Context: an optimization exercise on an open-source flow, tuned for small area and a short achievable clock period. The choices shown serve that exercise and are no tape-out recipe. No activity file was given, so power comes from the tool's default toggle rates.

## retire_trace_buffer
module retire_trace_buffer #(
    parameter int DEPTH = 16
) (
    input  logic                   clk,
    input  logic                   reset,
    input  logic                   trace_en,
    input  logic [31:0]            pc,
    input  logic [31:0]            inst,
    input  logic                   rf_we,
    input  logic [4:0]             rf_waddr,
    input  logic [31:0]            rf_wdata,
    output logic                   overflow,
    output logic [15:0]            drop_count,
    input  logic                   clr_ovf,
    output logic [$clog2(DEPTH):0] level,
    output logic [31:0]            out_data,
    output logic                   out_valid,
    input  logic                   out_ready
);
    localparam int IDX_W = $clog2(DEPTH);
    localparam int LVL_W = IDX_W + 1;
    logic        armed_q;
    logic [31:0] pc_q;
    logic [31:0] inst_q;
    logic        wv_q;
    logic [4:0]  waddr_q;
    logic [31:0] wdata_q;
    logic [IDX_W-1:0] wr_q;
    logic [DEPTH-1:0] rd_oh_q;     
    logic [LVL_W-1:0] level_q;
  ...
Settings: LEC_CHECK=0, CAP_MARGIN=20, CORE_MARGIN=2, CORE_UTILIZATION=60, SETUP_SLACK_MARGIN=3.0, SLEW_MARGIN=20; clock period 5.5 ns.
run.sh (not shown) runs the stock make flow with config.mk's settings and CLKGATE_MAP_FILE= SYNTH_SCRIPT=/design/flow/synth_recipe.tcl, a recipe that flattens the netlist after the stock synthesis.
Change:
--- a/flow/config.mk
+++ b/flow/config.mk
@@ -9,4 +9,6 @@
 export CORE_MARGIN = 2
 export CORE_UTILIZATION = 60
+export CTS_CLUSTER_DIAMETER = 100
+export CTS_CLUSTER_SIZE = 30
 export SETUP_SLACK_MARGIN = 3.0
 export SLEW_MARGIN = 20
After rerunning: The new run finished clean. Maximum frequency fell by 4.0%. Final area fell by 4.0%. Wire length fell by 1.9%. Die area does not change. Non-clock buffer count rose by 18.
No functional check of the RTL was part of any run of this note.

========
== north ==
The RTL this note starts from:
==> flow/design.v <==
module retire_trace_buffer #(
    parameter int DEPTH = 16
) (
    input  logic                   clk,
    input  logic                   reset,
    input  logic                   trace_en,
    input  logic [31:0]            pc,
    input  logic [31:0]            inst,
    input  logic                   rf_we,
    input  logic [4:0]             rf_waddr,
    input  logic [31:0]            rf_wdata,
    output logic                   overflow,
    output logic [15:0]            drop_count,
    input  logic                   clr_ovf,
    output logic [$clog2(DEPTH):0] level,
    output logic [31:0]            out_data,
    output logic                   out_valid,
    input  logic                   out_ready
);
    localparam int IDX_W = $clog2(DEPTH);
    localparam int LVL_W = IDX_W + 1;
    logic        armed_q;
    logic [31:0] pc_q;
    logic [31:0] inst_q;
    logic        wv_q;
    logic [4:0]  waddr_q;
    logic [31:0] wdata_q;
    logic [IDX_W-1:0] wr_q, rd_q;
    logic [LVL_W-1:0] level_q;
    logic [1:0]       wc_q;
    logic             valid_q;
    logic [31:0]      out_q;
    logic             overflow_q;
    logic [15:0]      drop_count_q;
    logic [31:0] pc_mem    [DEPTH];
    logic [31:0] inst_mem  [DEPTH];
    logic [4:0]  waddr_mem [DEPTH];
    logic [31:0] wdata_mem [DEPTH];
    logic        retire_s, wr_hit_s;
    logic [4:0]  ent_waddr_s;
    logic [31:0] ent_wdata_s;
    logic        full_s, one_s, accept_s, last_s, pop_s;
    logic        push_req_s, push_s, drop_s, wr_free_s;
    logic [LVL_W-1:0] level_d;
    logic        valid_d;
    logic [IDX_W-1:0] rd1_s;
    logic [31:0] next_pc_s, next_word_s, out_d;
    logic [4:0]  head_waddr_s;
    always_comb begin
        retire_s    = armed_q && (pc != pc_q);
        wr_hit_s    = rf_we && (rf_waddr != 5'd0);
        ent_waddr_s = wr_hit_s ? rf_waddr : (wv_q ? waddr_q : 5'd0);
        ent_wdata_s = wr_hit_s ? rf_wdata : (wv_q ? wdata_q : 32'd0);
        full_s     = level_q[IDX_W];
        one_s      = (level_q == LVL_W'(1));
        accept_s   = valid_q && out_ready;
        last_s     = (wc_q == 2'd3);
        pop_s      = accept_s && last_s;
        push_req_s = retire_s && trace_en;
        push_s     = push_req_s && (!full_s || pop_s);
        drop_s     = push_req_s && full_s && !pop_s;
        wr_free_s  = !full_s || pop_s;
        level_d = level_q;
        if (push_s && !pop_s)      level_d = level_q + LVL_W'(1);
        else if (pop_s && !push_s) level_d = level_q - LVL_W'(1);
        valid_d = push_s || (valid_q && !(pop_s && one_s));
        rd1_s        = rd_q + IDX_W'(1);
        next_pc_s    = pc_mem[rd1_s];
        head_waddr_s = waddr_mem[rd_q];
        case (wc_q)
            2'd0:    next_word_s = inst_mem[rd_q];
            2'd1:    next_word_s = {(head_waddr_s != 5'd0), 26'd0, head_waddr_s};
            default: next_word_s = wdata_mem[rd_q];
        endcase
        if (push_s && (!valid_q || (pop_s && one_s)))
            out_d = pc_q;                  
        else if (pop_s && !one_s)
            out_d = next_pc_s;             
        else if (accept_s && !last_s)
            out_d = next_word_s;           
        else if (valid_q && !accept_s)
            out_d = out_q;
        else
            out_d = 32'd0;
    end
    always_ff @(posedge clk or negedge reset) begin
        if (!reset) begin
            armed_q      <= 1'b0;
            wv_q         <= 1'b0;
            wr_q         <= '0;
            rd_q         <= '0;
            level_q      <= '0;
            wc_q         <= 2'd0;
            valid_q      <= 1'b0;
            out_q        <= 32'd0;
            overflow_q   <= 1'b0;
            drop_count_q <= 16'd0;
        end else begin
            armed_q <= 1'b1;
            wv_q    <= !retire_s && (wv_q || wr_hit_s);
            if (push_s) wr_q <= wr_q + IDX_W'(1);
            if (pop_s)  rd_q <= rd1_s;
            level_q <= level_d;
            if (pop_s)         wc_q <= 2'd0;
            else if (accept_s) wc_q <= wc_q + 2'd1;
            valid_q <= valid_d;
            out_q   <= out_d;
            if (clr_ovf) begin
                overflow_q   <= 1'b0;
                drop_count_q <= 16'd0;
            end else if (drop_s) begin
                overflow_q   <= 1'b1;
                if (drop_count_q != 16'hFFFF) drop_count_q <= drop_count_q + 16'd1;
            end
        end
    end
    always_ff @(posedge clk) begin
        pc_q <= pc;
        if (!armed_q || retire_s) inst_q <= inst;
        if (wr_hit_s) begin
            waddr_q <= rf_waddr;
            wdata_q <= rf_wdata;
        end
    end
    always_ff @(posedge clk) begin
        if (wr_free_s) begin
            pc_mem[wr_q]    <= pc_q;
            inst_mem[wr_q]  <= inst_q;
            waddr_mem[wr_q] <= ent_waddr_s;
            wdata_mem[wr_q] <= ent_wdata_s;
        end
    end
    assign out_valid  = valid_q;
    assign out_data   = out_q;
    assign overflow   = overflow_q;
    assign drop_count = drop_count_q;
    assign level      = level_q;
endmodule
export LEC_CHECK = 0
export CAP_MARGIN = 20
export CORE_MARGIN = 2
export CORE_UTILIZATION = 40
export SLEW_MARGIN = 20
create_clock -name core_clock -period 5.5 [get_ports {clk}]
north: no failed stages, no open violations at the end
[inputs] south vs north
# north
export LEC_CHECK = 0
export CAP_MARGIN = 20
export CORE_MARGIN = 2
export CORE_UTILIZATION = 40
export SLEW_MARGIN = 20
create_clock -name core_clock -period 5.5 [get_ports {clk}]
# south
export LEC_CHECK = 0
export ABC_AREA = 1
export CAP_MARGIN = 20
export CORE_MARGIN = 2
export CORE_UTILIZATION = 40
export SETUP_SLACK_MARGIN = 3.0
export SLEW_MARGIN = 20
create_clock -name core_clock -period 5.5 [get_ports {clk}]
## What came out
Between north and south, the flow reports final design instance area without fill increasing by a little under 10%. Top achievable clock speed, south vs north: up by more than a quarter. Row ratio of final minimum period to clock period: south lower / north higher. Detail-routed via count per cell in south is 2.6% above north. A worst setup path endpoint of out_data[14] is what south shows, while level_q[3]$_DFFE_PN0P_ belongs to north. south against north; total power after layout is up by more than 10%.
No run of this note included a check of the RTL's function; only the layout flow was run.

-- port drivers added, routing unchanged --
In the flow no input, the clock included, has a driving cell. The finished layouts below were timed again as built, in two steps.
Step 1 assumes that a clkbuf_16 drives the clock port and a buf_2 every other input.
Step 2 moves the port delays by t, midway between the first and last clock arrival at a register: inputs arrive t later, outputs are due t later. That takes back most of the time a late clock gives input paths.
Three values: ideal, step 1, step 2; two values: the first two.
| run | t (ns) | setup WS [ns] | latest minus earliest clock arrival (ns) | pins driven straight from the clock port |
|---|---|---|---|---|
| the first run of note 1 | 0.853 | 2.679 / 2.714 / 1.861 | 0.030 / 0.031 | 1 |
| the second run of note 1 | 0.765 | 2.561 / 2.582 / 1.817 | 0.026 / 0.026 | 1 |
| north | 0.901 | 1.770 / 1.813 / 0.928 | 0.031 / 0.031 | 1 |
| south | 0.901 | 2.943 / 2.855 / 2.121 | 0.037 / 0.037 | 1 |
After both steps setup and hold are still met in every run listed. For north, which loses most, drivers alone change the setup slack by +0.043 ns; drivers and shift together by -0.842 ns.
